Background: an optimization exercise with open tools, aiming at small area, a short achievable clock period and few clock cycles. Do not read the settings as production practice.
No functional check of the RTL was part of any run shown here.

==> flow/design.v, too long to show whole: its modules and the start of the top module <==
// module npu_ctrl: 4244 lines
module npu_ctrl #(
    parameter int unsigned N     = 4,
    parameter int unsigned KTAPS = 3
) (
    input  logic        clk,
    input  logic        rst_n,
    input  logic        npu_start_matrix_mul,
    input  logic        npu_start_conv,
    output logic        npu_done,
    output logic        busy,
    input  logic [63:0] a_base,
    input  logic [63:0] b_base,
    input  logic [63:0] c_base,
    output logic        mem_req,
    output logic        mem_we,
    output logic [63:0] mem_addr,
    output logic [63:0] mem_wdata,
    input  logic        mem_ready,
    input  logic        mem_rvalid,
    input  logic [63:0] mem_rdata
);
  // ...
==> flow/run.sh <==
#!/bin/bash
# synth_recipe.tcl (not shown) runs the flow's synth.tcl, then flattens the netlist and writes it again
# the make line also repeats each setting of config.mk as NAME=value (left out here)
make -C /OpenROAD-flow-scripts/flow DESIGN_CONFIG=/design/flow/config.mk WORK_HOME=/design/flow/orfs CLKGATE_MAP_FILE= SYNTH_SCRIPT=/design/flow/synth_recipe.tcl finish
==> flow/config.mk <==
export PLATFORM = sky130hd
export DESIGN_NAME = npu_ctrl
export DESIGN_NICKNAME = npu_ctrl
export VERILOG_FILES = /design/flow/design.v
export SDC_FILE = /design/flow/constraint.sdc
export NUM_CORES = 4
export LEC_CHECK = 0
export CAP_MARGIN = 20
export CORE_MARGIN = 2
export CORE_UTILIZATION = 40
export SLEW_MARGIN = 20
==> flow/constraint.sdc <==
create_clock -name core_clock -period 11.0 [get_ports {clk}]
set_input_delay 2.2000 -clock core_clock [delete_from_list [all_inputs] [get_ports {clk}]]
set_output_delay 2.2000 -clock core_clock [all_outputs]
set_load 0.01 [all_outputs]
==> flow_summary.ini, run 1 <==
[outcome]
status = timing/DRC/antenna clean

[sta]
finalWorstSetupSlack_ps = 4910
skew_ps = 56.2

[clocking]
cts_setup_buffers = 0

[final_layout]
largest-register = cut_q
final_util_pct = 45.3
syn2layout_area_growth_pct = 12.4
n_sequential_cell = 1186
drive_above_1_share_pct = 6.50
layout_commonest_cell = a22oi_1
n_all_buffers = 527
multiInputGateArea_sq_mm = 0.0506
clock_cell_area_share_pct = 4.90

[logic_synthesis]
yosysMostFrequentCell = a22oi_1
netlist_top_cells_count = a22oi_1, fa_1, inv_1, xor2_1, xnor2_1
synth-compound-area-share_pct = 12.8
ys_ff_latch = 1186
synth_simple_gate_area_share_pct = 5.81
ys_types = 87
synth_nets = 9432
async_reset_ff_share_pct = 2.70
avgSynthCellArea_sq_um = 10.8

[grt]
met3_usage_pct = 9.41
grt_pass1_vias = 66500

[placement]
place.gp.congestion = 0.887

[drt]
drt-total-wl_um = 299000
drtIter0Drc = 8157
ant_nets = 0
wl_met1_um = 118000
drc = 0

[critical_path]
path_buf_inv = 3
critPathLaunch = conv_q
worstPathMaxFanout = 76
rr_endpoint = addr_q[60]
crit_type = flop to flop

[floorplan]
ios = 394
==> inputs of run 2 (changes only) <==
--- a/flow/design.v
+++ b/flow/design.v
@@ -14,128 +14,130 @@
     output logic        mem_req,
     output logic        mem_we,
     output logic [63:0] mem_addr,
     output logic [63:0] mem_wdata,
     input  logic        mem_ready,
     input  logic        mem_rvalid,
     input  logic [63:0] mem_rdata
 );
-    logic        run_q, done_q;       
+    logic        run_q, done_q, busy_q;
     logic        conv_q;              
     logic [63:0] ab_q, bb_q, cb_q;    
     logic start;
     assign start = npu_start_matrix_mul || npu_start_conv;
-    logic        req_q, we_q;
-    logic [63:0] addr_q;
-    logic        ipre_q;              
-    logic        ifin_q;              
-    logic        iend_q;              
-    logic [3:0]  ie_q;                
-    logic [2:0]  is_q;                
-    logic        wvalid_q;
-    logic [63:0] wdata_q;
-    logic        accf_q;              
-    logic        xfer;
     function automatic logic [2:0] lastrd(input logic conv, input logic [3:0] e);
         lastrd = conv ? 3'd2 : (e[1:0] == 2'd3 && e[3:2] != 2'd3) ? 3'd7 : 3'd3;
     endfunction
     function automatic logic reload(input logic conv, input logic [3:0] e);
         reload = !conv && e[1:0] == 2'd3 && e[3:2] != 2'd3;
     endfunction
-    logic        iwr_q;               
-    logic        i_rd, i_wr, have_next, can_load, load;
-    logic [1:0]  i_base;              
-    logic [3:0]  i_off;
-    logic [63:0] i_basev, i_addr;
+    logic        req_q, we_q;
+    logic [63:0] addr_q;
+    logic        ipre_q, ifin_q, iwr_q, iend_q;
+    logic [3:0]  ie_q;
+    logic [2:0]  is_q;
+    logic        d_rd_q, d_wr_q;
+    logic [1:0]  d_base_q;            
+    logic [3:0]  d_off_q;
+    logic        wvalid_q;
+    logic [63:0] wdata_q;
+    logic        accf_q;              
+    logic        xfer;
+    logic        n_pre, n_fin, n_wr, n_end;
+    logic [3:0]  n_e;
+    logic [2:0]  n_s;
     always_comb begin
-        i_rd   = 1'b0;
-        i_wr   = 1'b0;
-        i_base = 2'd0;
-        i_off  = 4'd0;
+        n_pre = ipre_q;
+        n_fin = ifin_q;
+        n_wr  = iwr_q;
+        n_end = iend_q;
+        n_e   = ie_q;
+        n_s   = is_q;
         if (ipre_q) begin
-            i_rd   = 1'b1;
-            i_base = conv_q ? 2'd1 : 2'd0;
-            i_off  = {1'b0, is_q};
+            n_s = is_q + 3'd1;
+            if (is_q == (conv_q ? 3'd2 : 3'd3)) begin
+                n_pre = 1'b0;
+                n_s   = 3'd0;
+            end
         end else if (ifin_q) begin
-            i_wr   = 1'b1;
-            i_base = 2'd2;
-            i_off  = conv_q ? 4'd3 : 4'd15;
+            n_fin = 1'b0;
+            n_end = 1'b1;
         end else if (iwr_q) begin
-            i_wr   = 1'b1;
-            i_base = 2'd2;
-            i_off  = ie_q - 4'd1;
+            n_wr = 1'b0;
+            if (conv_q ? (ie_q == 4'd3) : (ie_q == 4'd15)) n_fin = 1'b1;
+            else                                            n_e   = ie_q + 4'd1;
         end else if (!iend_q) begin
-            i_rd = 1'b1;
-            if (conv_q) begin
-                i_base = 2'd0;
-                i_off  = ie_q + {1'b0, is_q};
-            end else if (reload(conv_q, ie_q)) begin
-                if (!is_q[0]) begin
-                    i_base = 2'd1;
-                    i_off  = {is_q[2:1], 2'd3};
-                end else begin
-                    i_base = 2'd0;
-                    i_off  = {ie_q[3:2] + 2'd1, is_q[2:1]};
-                end
-            end else begin
-                i_base = 2'd1;
-                i_off  = {is_q[1:0], ie_q[1:0]};
+            n_s = is_q + 3'd1;
+            if (is_q == lastrd(conv_q, ie_q)) begin
+                n_s = 3'd0;
+                if (ie_q == 4'd0) n_e  = 4'd1;    
+                else              n_wr = 1'b1;
             end
         end
-        unique case (i_base)
-            2'd0:    i_basev = ab_q;
-            2'd1:    i_basev = bb_q;
-            default: i_basev = cb_q;
-        endcase
-        i_addr    = i_basev + {57'd0, i_off, 3'd0};
-        have_next = i_rd || (i_wr && ((wvalid_q && !(req_q && we_q)) || xfer));
-        can_load  = !req_q || mem_ready;
-        load      = run_q && can_load && have_next;
     end
-    logic       ipre_d, ifin_d, iend_d, iwr_d;
-    logic [3:0] ie_d;
-    logic [2:0] is_d;
+    logic        n_rd, n_wrq;
+    logic [1:0]  n_base;
+    logic [3:0]  n_off;
     always_comb begin
-        ipre_d = ipre_q;
-        ifin_d = ifin_q;
-        iend_d = iend_q;
-        iwr_d  = iwr_q;
-        ie_d   = ie_q;
-        is_d   = is_q;
-        if (load) begin
-            if (ipre_q) begin
-                is_d = is_q + 3'd1;
-                if (is_q == (conv_q ? 3'd2 : 3'd3)) begin
-                    ipre_d = 1'b0;
-                    is_d   = 3'd0;
+        n_rd   = 1'b0;
+        n_wrq  = 1'b0;
+        n_base = 2'd0;
+        n_off  = 4'd0;
+        if (n_pre) begin
+            n_rd   = 1'b1;
+            n_base = conv_q ? 2'd1 : 2'd0;
+            n_off  = {1'b0, n_s};
+        end else if (n_fin) begin
+            n_wrq  = 1'b1;
+            n_base = 2'd2;
+            n_off  = conv_q ? 4'd3 : 4'd15;
+        end else if (n_wr) begin
+            n_wrq  = 1'b1;
+            n_base = 2'd2;
+            n_off  = n_e - 4'd1;
+        end else if (!n_end) begin
+            n_rd = 1'b1;
+            if (conv_q) begin
+                n_base = 2'd0;
+                n_off  = n_e + {1'b0, n_s};
+            end else if (reload(conv_q, n_e)) begin
+                if (!n_s[0]) begin
+                    n_base = 2'd1;
+                    n_off  = {n_s[2:1], 2'd3};
+                end else begin
+                    n_base = 2'd0;
+                    n_off  = {n_e[3:2] + 2'd1, n_s[2:1]};
                 end
-            end else if (ifin_q) begin
-                ifin_d = 1'b0;
-                iend_d = 1'b1;
-            end else if (iwr_q) begin
-                iwr_d = 1'b0;
-                if (conv_q ? (ie_q == 4'd3) : (ie_q == 4'd15)) ifin_d = 1'b1;
-                else                                            ie_d   = ie_q + 4'd1;
             end else begin
-                is_d = is_q + 3'd1;
-                if (is_q == lastrd(conv_q, ie_q)) begin
-                    is_d = 3'd0;
-                    if (ie_q == 4'd0) ie_d  = 4'd1;    
-                    else              iwr_d = 1'b1;
-                end
+                n_base = 2'd1;
+                n_off  = {n_s[1:0], n_e[1:0]};
             end
         end
     end
-    logic       rpre_q;
-    logic [3:0] re_q;
-    logic [2:0] rs_q;
-    logic       rv, r_stream, r_rep, r_pre, r_first, r_last;
+    logic        have_next, load;
+    logic [63:0] d_basev, d_addr;
     always_comb begin
-        rv       = run_q && mem_rvalid;
+        unique case (d_base_q)
+            2'd0:    d_basev = ab_q;
+            2'd1:    d_basev = bb_q;
+            default: d_basev = cb_q;
+        endcase
+        d_addr    = d_basev + {57'd0, d_off_q, 3'd0};
+        have_next = d_rd_q || (d_wr_q && ((wvalid_q && !(req_q && we_q)) || xfer));
+        load      = run_q && (!req_q || mem_ready) && have_next;
+    end
+    logic        rv_q;
+    logic [63:0] rd_q;
+    logic        rpre_q;
+    logic [3:0]  re_q;
+    logic [2:0]  rs_q;
+    logic        rv, r_stream, r_rep, r_pre, r_first, r_last;
+    always_comb begin
+        rv       = run_q && rv_q;
         r_pre    = rv && rpre_q;
         r_stream = 1'b0;
         r_rep    = 1'b0;
         r_first  = 1'b0;
         r_last   = 1'b0;
         if (rv && !rpre_q) begin
             if (reload(conv_q, re_q)) begin
                 r_stream = !rs_q[0];
@@ -150,34 +152,35 @@
         end
     end
     logic [63:0] r0, r1, r2, r3;
     logic        p1_q, p1_first_q, p1_last_q;
     logic        p2_q, p2_first_q, p2_last_q;
     logic        shift;
     logic [63:0] tailin;
     assign shift  = p1_q || r_pre;
-    assign tailin = (r_pre || r_rep) ? mem_rdata : r0;
+    assign tailin = (r_pre || r_rep) ? rd_q : r0;
     always_ff @(posedge clk) begin
+        rd_q <= mem_rdata;
         if (shift) begin
             r0 <= r1;
             r1 <= r2;
             r2 <= conv_q ? tailin : r3;
         end
         if (shift || r_rep) r3 <= tailin;
     end
     logic [31:0] bd_one, bd_two, bd_neg;
     logic [63:0] rd_lo;
-    assign rd_lo = {mem_rdata[62:0], 1'b0};
+    assign rd_lo = {rd_q[62:0], 1'b0};
     always_ff @(posedge clk) begin
         for (int r = 0; r < 32; r++) begin
-            bd_one[r] <= r_stream && (mem_rdata[2*r] ^ rd_lo[2*r]);
-            bd_two[r] <= r_stream && ((mem_rdata[2*r+1] && !mem_rdata[2*r] && !rd_lo[2*r]) ||
-                                      (!mem_rdata[2*r+1] && mem_rdata[2*r] && rd_lo[2*r]));
-            bd_neg[r] <= r_stream && mem_rdata[2*r+1];
+            bd_one[r] <= r_stream && (rd_q[2*r] ^ rd_lo[2*r]);
+            bd_two[r] <= r_stream && ((rd_q[2*r+1] && !rd_q[2*r] && !rd_lo[2*r]) ||
+                                      (!rd_q[2*r+1] && rd_q[2*r] && rd_lo[2*r]));
+            bd_neg[r] <= r_stream && rd_q[2*r+1];
         end
     end
     logic [63:0] acc_s_q, acc_c_q, acc_s_d, acc_c_d, acc_sg, acc_cg;
     assign acc_sg = p2_first_q ? 64'd0 : acc_s_q;
     assign acc_cg = p2_first_q ? 64'd0 : acc_c_q;
     localparam int CUTW = 355;
     logic [CUTW-1:0] cut_d, cut_q;
     logic pp1, pp2, pp3, pp4, pp5, pp6, pp7, pp8, pp9, pp10, pp11, pp12, pp13, pp14, pp15, pp16;
@@ -4136,66 +4139,85 @@
         acc_c_q <= acc_c_d;
         if (xfer) wdata_q <= acc_s_q + acc_c_q;
     end
     assign xfer = accf_q && !wvalid_q;
     always_ff @(posedge clk or negedge rst_n) begin
         if (!rst_n) begin
             run_q      <= 1'b0;
             done_q     <= 1'b0;
+            busy_q     <= 1'b0;
             conv_q     <= 1'b0;
             req_q      <= 1'b0;
             we_q       <= 1'b0;
             ipre_q     <= 1'b0;
             ifin_q     <= 1'b0;
-            iend_q     <= 1'b0;
             iwr_q      <= 1'b0;
+            iend_q     <= 1'b0;
             ie_q       <= 4'd0;
             is_q       <= 3'd0;
+            d_rd_q     <= 1'b0;
+            d_wr_q     <= 1'b0;
+            d_base_q   <= 2'd0;
+            d_off_q    <= 4'd0;
+            rv_q       <= 1'b0;
             rpre_q     <= 1'b0;
             re_q       <= 4'd0;
             rs_q       <= 3'd0;
             p1_q       <= 1'b0;
             p1_first_q <= 1'b0;
             p1_last_q  <= 1'b0;
             p2_q       <= 1'b0;
             p2_first_q <= 1'b0;
             p2_last_q  <= 1'b0;
             accf_q     <= 1'b0;
             wvalid_q   <= 1'b0;
         end else begin
             done_q <= 1'b0;
+            rv_q   <= mem_rvalid;
             if (!run_q) begin
+                busy_q <= 1'b0;
                 if (!done_q && start) begin
-                    run_q  <= 1'b1;
-                    conv_q <= !npu_start_matrix_mul;
-                    req_q  <= 1'b1;
-                    we_q   <= 1'b0;
-                    ipre_q <= 1'b1;
-                    ifin_q <= 1'b0;
-                    iend_q <= 1'b0;
-                    iwr_q  <= 1'b0;
-                    ie_q   <= 4'd0;
-                    is_q   <= 3'd1;
-                    rpre_q <= 1'b1;
-                    re_q   <= 4'd0;
-                    rs_q   <= 3'd0;
+                    run_q    <= 1'b1;
+                    busy_q   <= 1'b1;
+                    conv_q   <= !npu_start_matrix_mul;
+                    req_q    <= 1'b1;
+                    we_q     <= 1'b0;
+                    ipre_q   <= 1'b1;
+                    ifin_q   <= 1'b0;
+                    iwr_q    <= 1'b0;
+                    iend_q   <= 1'b0;
+                    ie_q     <= 4'd0;
+                    is_q     <= 3'd1;
+                    d_rd_q   <= 1'b1;
+                    d_wr_q   <= 1'b0;
+                    d_base_q <= npu_start_matrix_mul ? 2'd0 : 2'd1;
+                    d_off_q  <= 4'd1;
+                    rpre_q   <= 1'b1;
+                    re_q     <= 4'd0;
+                    rs_q     <= 3'd0;
                 end
             end else begin
-                if (can_load) begin
+                if (!req_q || mem_ready) begin
                     req_q <= have_next;
-                    we_q  <= i_wr;
+                    we_q  <= d_wr_q;
+                end
+                if (load) begin
+                    ipre_q   <= n_pre;
+                    ifin_q   <= n_fin;
+                    iwr_q    <= n_wr;
+                    iend_q   <= n_end;
+                    ie_q     <= n_e;
+                    is_q     <= n_s;
+                    d_rd_q   <= n_rd;
+                    d_wr_q   <= n_wrq;
+                    d_base_q <= n_base;
+                    d_off_q  <= n_off;
                 end
-                ipre_q <= ipre_d;
-                ifin_q <= ifin_d;
-                iend_q <= iend_d;
-                iwr_q  <= iwr_d;
-                ie_q   <= ie_d;
-                is_q   <= is_d;
-                if (iend_q && req_q && mem_ready) begin
+                if (!d_rd_q && !d_wr_q && req_q && mem_ready) begin
                     run_q  <= 1'b0;
                     done_q <= 1'b1;
                     req_q  <= 1'b0;
                 end
                 if (rv) begin
                     if (rpre_q) begin
                         rs_q <= rs_q + 3'd1;
                         if (rs_q == (conv_q ? 3'd2 : 3'd3)) begin
@@ -4220,25 +4242,23 @@
             if (p2_q && p2_last_q) accf_q <= 1'b1;
             else if (xfer)         accf_q <= 1'b0;
             if (xfer) wvalid_q <= 1'b1;
             else if (req_q && we_q && mem_ready) wvalid_q <= 1'b0;
         end
     end
     always_ff @(posedge clk) begin
         if (!run_q) begin
-            if (start) begin
-                ab_q   <= a_base;
-                bb_q   <= b_base;
-                cb_q   <= c_base;
-                addr_q <= npu_start_matrix_mul ? a_base : b_base;
-            end
+            ab_q   <= a_base;
+            bb_q   <= b_base;
+            cb_q   <= c_base;
+            addr_q <= npu_start_matrix_mul ? a_base : b_base;
         end else if (load) begin
-            addr_q <= i_addr;
+            addr_q <= d_addr;
         end
     end
     assign npu_done  = done_q;
-    assign busy      = run_q || done_q;
+    assign busy      = busy_q;
     assign mem_req   = req_q;
     assign mem_we    = we_q;
     assign mem_addr  = addr_q;
     assign mem_wdata = wdata_q;
 endmodule
==> run 2 against run 1 <==
  * Maximum frequency is 37% higher
  * Setup slack better by 1700 ps
  * Register-to-register slack better by 1700 ps
  * Still clean
  * Area after synthesis is 2.0% higher
  * Sequential cell count rose by 73
==> flow_summary.ini, run 2 <==
[clocking]
cts_tree = built
postCtsResizedCells = 0
cts_buffers = 143
cts_root_buf = clkbuf_16
htree_levels = 4
cts.sinks = 1259
clkTransAtPathRegs_ps = 60
cts_setup_buffers = 0
clkLatencyLatePin_ps = 850
cts_hold_buf = 0
cts_buffer_depth = 3

[placement]
place_area_sq_mm = 0.0945
dp_hpwl_um = 197000
place.gp.congestion = 0.885
port_buffers = 393

[sta]
setup_viol = 0
fmax_mhz = 226
hold_viol = 0
finalMaxSlewViolations = 0
min_period_over_period_pct = 40.3
period_minus_slack_ps = 4430
skew_ps = 57.2
finalSetupTns_ps = 0
rsz0062_at_grt = no
slew_headroom_pct = 10.8
worstMarginPinSlew_ps = 1340

[critical_path]
critPathSlowestCell = a21oi_1
cp.depth = 11
critPathLaunch = acc_c_q[5]
ff2ff_path_depth = 11
worst_path_largest_cell_delay_ps = 880
crit_type = flop to flop
rr_endpoint = wdata_q[62]
worstPathMaxFanout = 6
path_buf_inv = 0
crit_end = wdata_q[62]
cp.required_ps = 11570
rrSetupSlack_ps = 6570
critPathTopFamily = compound AO/OA/AOI/OAI gates
cp-end-kind = flop
worstPathCellList = ha_1 > a21o_1 > a31o_2 > a31oi_1 > o31a_1 > o31ai_2 > o21bai_1 > a21oi_1 > nand3b_1 > a41o_1 > xnor2_1
critPathArrivalTime_ps = 5010
timing.rr.start = acc_c_q[5]
start_kind = flop

[drt]
via_per_inst = 5.77
dr_total_vias = 63500
drc = 0
wire_per_inst_um = 27.6
first_pass_iters = 10
drtIter0Drc = 7695
ant_nets = 0
drt-total-wl_um = 304000

[run]
drv_cap = 0

[floorplan]
core_sq_mm = 0.220
die_h_um = 474
ios = 394
die_x_um = 474
rows = 172
start_util_pct = 40.2
dieArea_sq_mm = 0.225

[logic_synthesis]
synth_mux_area_share_pct = 3.56
ys_types = 93
synthCells = 7938
syn_area_sq_mm = 0.0884
synthTopCellsByArea = fa_1, edfxtp_1, dfxtp_1
yosysMostFrequentCell = a22oi_1
netlist_top_cells_count = a22oi_1, fa_1, inv_1, xor2_1, dfxtp_1
yosys.area_share.adder_pct = 24.9
synth_edf_count = 576
yosysTopAreaCellShare_pct = 22.9
synth_xor_xnor_area_share_pct = 12.7
async_reset_ff_share_pct = 3.26
synth_nets = 9352
synth-compound-area-share_pct = 11.7
synth_top_cell_by_area = fa_1
avgSynthCellArea_sq_um = 11.1
synth_top_family_by_area = adder cells
synth_ff_type = dfxtp_1
ys_seq_area_share_pct = 35.3
synth_warnings = 1
ys_ff_latch = 1259
synth_simple_gate_area_share_pct = 4.66

[grt]
grt_pass1_vias = 66700
grt_pass1_wl_um = 447000
overflow = 0
grt_usage_pct = 26.9
grt_max_degree = 173
antenna_found_initial = 35

[worst_hold_path]
hold_path_class = flop to flop
hold_depth = 0

[outcome]
status = timing/DRC/antenna clean

[final_layout]
nFillCells = 20300
layout_commonest_cell = a22oi_1
syn2layout_area_growth_pct = 12.7
nets = 9339
final_cell_mix = a22oi_1, fa_1, inv_1, xor2_1, dfxtp_1
largest-register = cut_q
drive_above_1_share_pct = 7.73
postLayoutCellArea_sq_mm = 0.0996
largest_reg_flops = 355
run 2: cell types whose count changed after synthesis, sizes merged, moves of 17 or more:
cell    before  now
dfxtp      578  642
mux2        77  162
nor2       441  224
o21ai       95  144
a211oi      39   20
nand2      197  243
buf        159  176
nor2b      151  131
clkbuf     542  504
mux2i       37  127
nand2b      53   36
o22ai       26    2
run 2: cell type report:
cell class	count	area, sq um	share of cell area [%]
Clock buffer	200	4160	4.18
Antenna cell	8	20.0	0.0201
Timing Repair Buffer	522	4910	4.93
Multi-Input combinational cell	5011	50900	51.1
Clock inverter	66	930	0.933
Tap cell	2958	3700	3.72
Sequential cell	1259	31300	31.4
Inverter	988	3720	3.73
run 2: metrics by stage:
stage | hold WS [ps] | setup WS [ps] | utilization, % | cells
after floorplan | 329 | 4960 | - | 7938
after global placement | 332 | 6350 | 43.0 | 10700
after detailed placement | 335 | 6320 | 43.0 | 10700
after CTS | 348 | 6440 | 45.3 | 11000
after global routing | 355 | 6310 | 45.3 | 11000
final | 348 | 6570 | 45.3 | 11000
run 2: how the worst min path moves through the flow:
| stage | slack [ps] | from | to |
|---|---|---|---|
| 2_1_floorplan | 330 | bd_neg[3] | cut_q[10] |
| 3_3_place_gp | 330 | p1_first_q | p2_first_q |
| 3_5_place_dp | 330 | p1_first_q | p2_first_q |
| 4_1_cts | 350 | p1_first_q | p2_first_q |
| 5_1_grt | 350 | p1_first_q | p2_first_q |
| 6_report | 350 | p1_first_q | p2_first_q |
run 2: cells by family after synthesis:
| group | after synthesis |
|---|---|
| XOR/XNOR | 1275 |
| flip-flops | 1259 |
| multiplexers | 289 |
| AND/OR/NAND/NOR | 819 |
| adder cells (fa/ha/maj) | 1153 |
| AO/OA/AOI/OAI | 1475 |
| buffers and inverters | 1668 |
run 2: worst reg2reg max path: cells and delay by family (launching register included):
family                   cells  cell delay (ps)
AO/OA/AOI/OAI                8             3030
AND/OR/NAND/NOR              1              330
flip-flops                   1              310
XOR/XNOR                     1              120
adder cells (fa/ha/maj)      1              370
run 2: routing by layer:
layer  routed length [um]  vias to the layer above  GRT usage, %  part of all wire (%)
li1                     -                    26200             -                     -
met1               118000                    31900          34.6                    39
met2               131000                     4369          40.0                    43
met3                37800                     1050          9.62                    12
met4                17100                       36          13.3                   5.6
met5                  283                        -         0.281                 0.093
==> inputs of run 3 (changes only) <==
==> flow/flow/run.sh (new file) <==
#!/bin/bash
bash standard.sh SETUP_SLACK_MARGIN=7.5 finish > standard.log 2>&1
==> flow/standard.sh (new file) <==
#!/bin/bash
# synth_recipe.tcl (not shown) runs the flow's synth.tcl, then flattens the netlist and writes it again
# the make line also repeats each setting of config.mk as NAME=value (left out here)
make -C /OpenROAD-flow-scripts/flow DESIGN_CONFIG=/design/flow/config.mk WORK_HOME=/design/flow/orfs CLKGATE_MAP_FILE= SYNTH_SCRIPT=/design/flow/synth_recipe.tcl "${@:-finish}"
removed: flow/run.sh
==> run 3 against run 2 <==
  * Utilization increased by 0.52 points
  * Cell area grew 1.1%
  * Sequential share of layout area fell by 0.35 points
  * Wire length is 1.0% higher
  * Setup slack improved by 680 ps
  * First-iteration DRC count decreased by 0.99%
  * Critical path depth down 10
  * Die area is the same
  * Via count up 0.98%
==> flow_summary.ini, run 3 <==
[logic_synthesis]
synth_warnings = 1
syn_area_sq_mm = 0.0884
synthTopCellsByArea = fa_1, edfxtp_1, dfxtp_1
yosysMostFrequentCell = a22oi_1
async_reset_ff_share_pct = 3.26
synth_top_cell_by_area = fa_1
synthCells = 7938
netlist_top_cells_count = a22oi_1, fa_1, inv_1, xor2_1, dfxtp_1
synth_ff_type = dfxtp_1
synth_edf_count = 576
yosysTopAreaCellShare_pct = 22.9
avgSynthCellArea_sq_um = 11.1
ys_seq_area_share_pct = 35.3
ys_types = 93
synth_nets = 9352
ys_ff_latch = 1259

[clocking]
cts_tree = built
cts.sinks = 1259
cts_buffers = 144
cts_buffer_depth = 3
clkLatencyLatePin_ps = 860
cts_root_buf = clkbuf_16
htree_levels = 4
clkTransAtPathRegs_ps = 60

[worst_hold_path]
hold_path_class = flop to flop

[critical_path]
path_buf_inv = 1
critPathTopFamily = flip-flops
cp-end-kind = primary output
start_kind = flop
ff2ff_path_depth = 8
rrSetupSlack_ps = 7490
worst_path_largest_cell_delay_ps = 510
crit_end = mem_addr[42]
worstPathCellList = buf_2
cp.required_ps = 8800
critPathSlowestCell = edfxtp_1
crit_type = flop to primary output
cp.depth = 1
timing.rr.start = bd_neg[2]
critPathArrivalTime_ps = 1550
critPathLaunch = addr_q[42]
rr_endpoint = cut_q[137]
worstPathMaxFanout = 1

[floorplan]
core_sq_mm = 0.220
dieArea_sq_mm = 0.225
ios = 394
die_h_um = 474
rows = 172
die_x_um = 474
start_util_pct = 40.2

[grt]
grt_max_degree = 165
grt_pass1_vias = 67100
grt_usage_pct = 27.0
antenna_found_initial = 40
overflow = 0
grt_pass1_wl_um = 449000

[sta]
finalMaxSlewViolations = 0
rsz0062_at_grt = yes
setup_viol = 0
skew_ps = 65.3
min_period_over_period_pct = 34.1
worstMarginPinSlew_ps = 1210
slew_headroom_pct = 19.2
finalSetupTns_ps = 0
period_minus_slack_ps = 3750
hold_viol = 0
fmax_mhz = 266

[drt]
via_per_inst = 5.78
drtIter0Drc = 7619
wire_per_inst_um = 27.7
dr_total_vias = 64100
ant_nets = 0
drt-total-wl_um = 307000
drc = 0
first_pass_iters = 7

[final_layout]
nets = 9419
largest-register = cut_q
nFillCells = 20100
layout_commonest_cell = a22oi_1
syn2layout_area_growth_pct = 14.0
drive_above_1_share_pct = 11.3
final_cell_mix = a22oi_1, fa_1, inv_1, xor2_1, dfxtp_1
final_util_pct = 45.9
largest_reg_flops = 355

[placement]
port_buffers = 393
dp_hpwl_um = 196000
place.gp.congestion = 0.914

[run]
drv_cap = 0

[outcome]
status = timing/DRC/antenna clean
run 3: timing repair:
action / CTS / global route
pin swaps: 24 / 44
hold buffers: 0 / 0
buffers inserted: 37 / 35
gates cloned: 1 / 3
resized for setup: 634 / 116
endpoints found under the setup margin: 620 / 290
run 3: per-stage QoR:
step                cells  instance area [sq um]  hold slack [ps]  setup WS [ps]
finish              11100                 101000              355           7250
global route        11100                 101000              366           7180
CTS                 11000                  99700              355           7150
detailed placement  10700                  94600              339           6250
global placement    10700                  94600              334           6350
floorplan            7938                  88600              329           7140
run 3: final cells by class:
class / count / area [sq um] / share of cell area, %
Timing Repair Buffer: 601 / 5520 / 5.48
Clock buffer: 191 / 4090 / 4.06
Inverter: 988 / 3730 / 3.70
Clock inverter: 74 / 831 / 0.825
Antenna cell: 22 / 55.1 / 0.0546
Tap cell: 2958 / 3700 / 3.67
Multi-Input combinational cell: 5011 / 51500 / 51.1
Sequential cell: 1259 / 31300 / 31.1
run 3: cell families after synthesis:
group | share of synthesized area (%)
mux | 3.56
fa+ha+maj | 24.9
xor+xnor | 12.7
flops | 35.3
buf+inv | 7.20
compound gates | 11.7
simple gates | 4.66
run 3: how the worst min path moves through the flow:
stage / from / endpoint / slack, ps / cells past startpoint
after global placement: p1_first_q / p2_first_q / 330 / 0
final: p1_last_q / p2_last_q / 360 / 0
after detailed placement: p1_first_q / p2_first_q / 340 / 0
after CTS: p1_first_q / p2_first_q / 350 / 0
after floorplan: bd_neg[3] / cut_q[10] / 330 / 0
after global routing: p1_last_q / p2_last_q / 370 / 0
run 3: per-layer routing:
layer,routed length (um),part of all wire (%),global-route usage [%],vias up
li1,-,-,-,26400
met4,17400,5.6,13.1,20
met3,37700,12,8.73,1174
met5,136,0.044,0,-
met2,133000,43,40.1,4380
met1,119000,39,35.3,32200

==> static timing again, ports no longer ideal <==
Ports are ideal in the flow. The routed layouts listed here were re-timed in OpenROAD. Step 1 assumes that a clkbuf_16 drives the clock port and a buf_2 every other input. Step 2 also shifts input and output timing later by t, the mid clock arrival at the registers, as if the neighbouring blocks saw the same clock. Slacks: ideal ports / drivers / drivers and shift; pairs: ideal ports / drivers.
run	t, ns	slack for setup (ns)	worst hold slack (ns)
run 1	0.895	4.906 / 4.906 / 4.906	0.345 / 0.345 / 0.345
run 2	0.917	6.568 / 6.568 / 6.306	0.348 / 0.348 / 0.348
run 3	0.917	7.247 / 7.155 / 6.669	0.355 / 0.355 / 0.355
After both steps setup and hold are still met in every run listed. The setup slack of run 3, which loses most, moves by -0.092 ns with the drivers and by -0.578 ns with both steps.
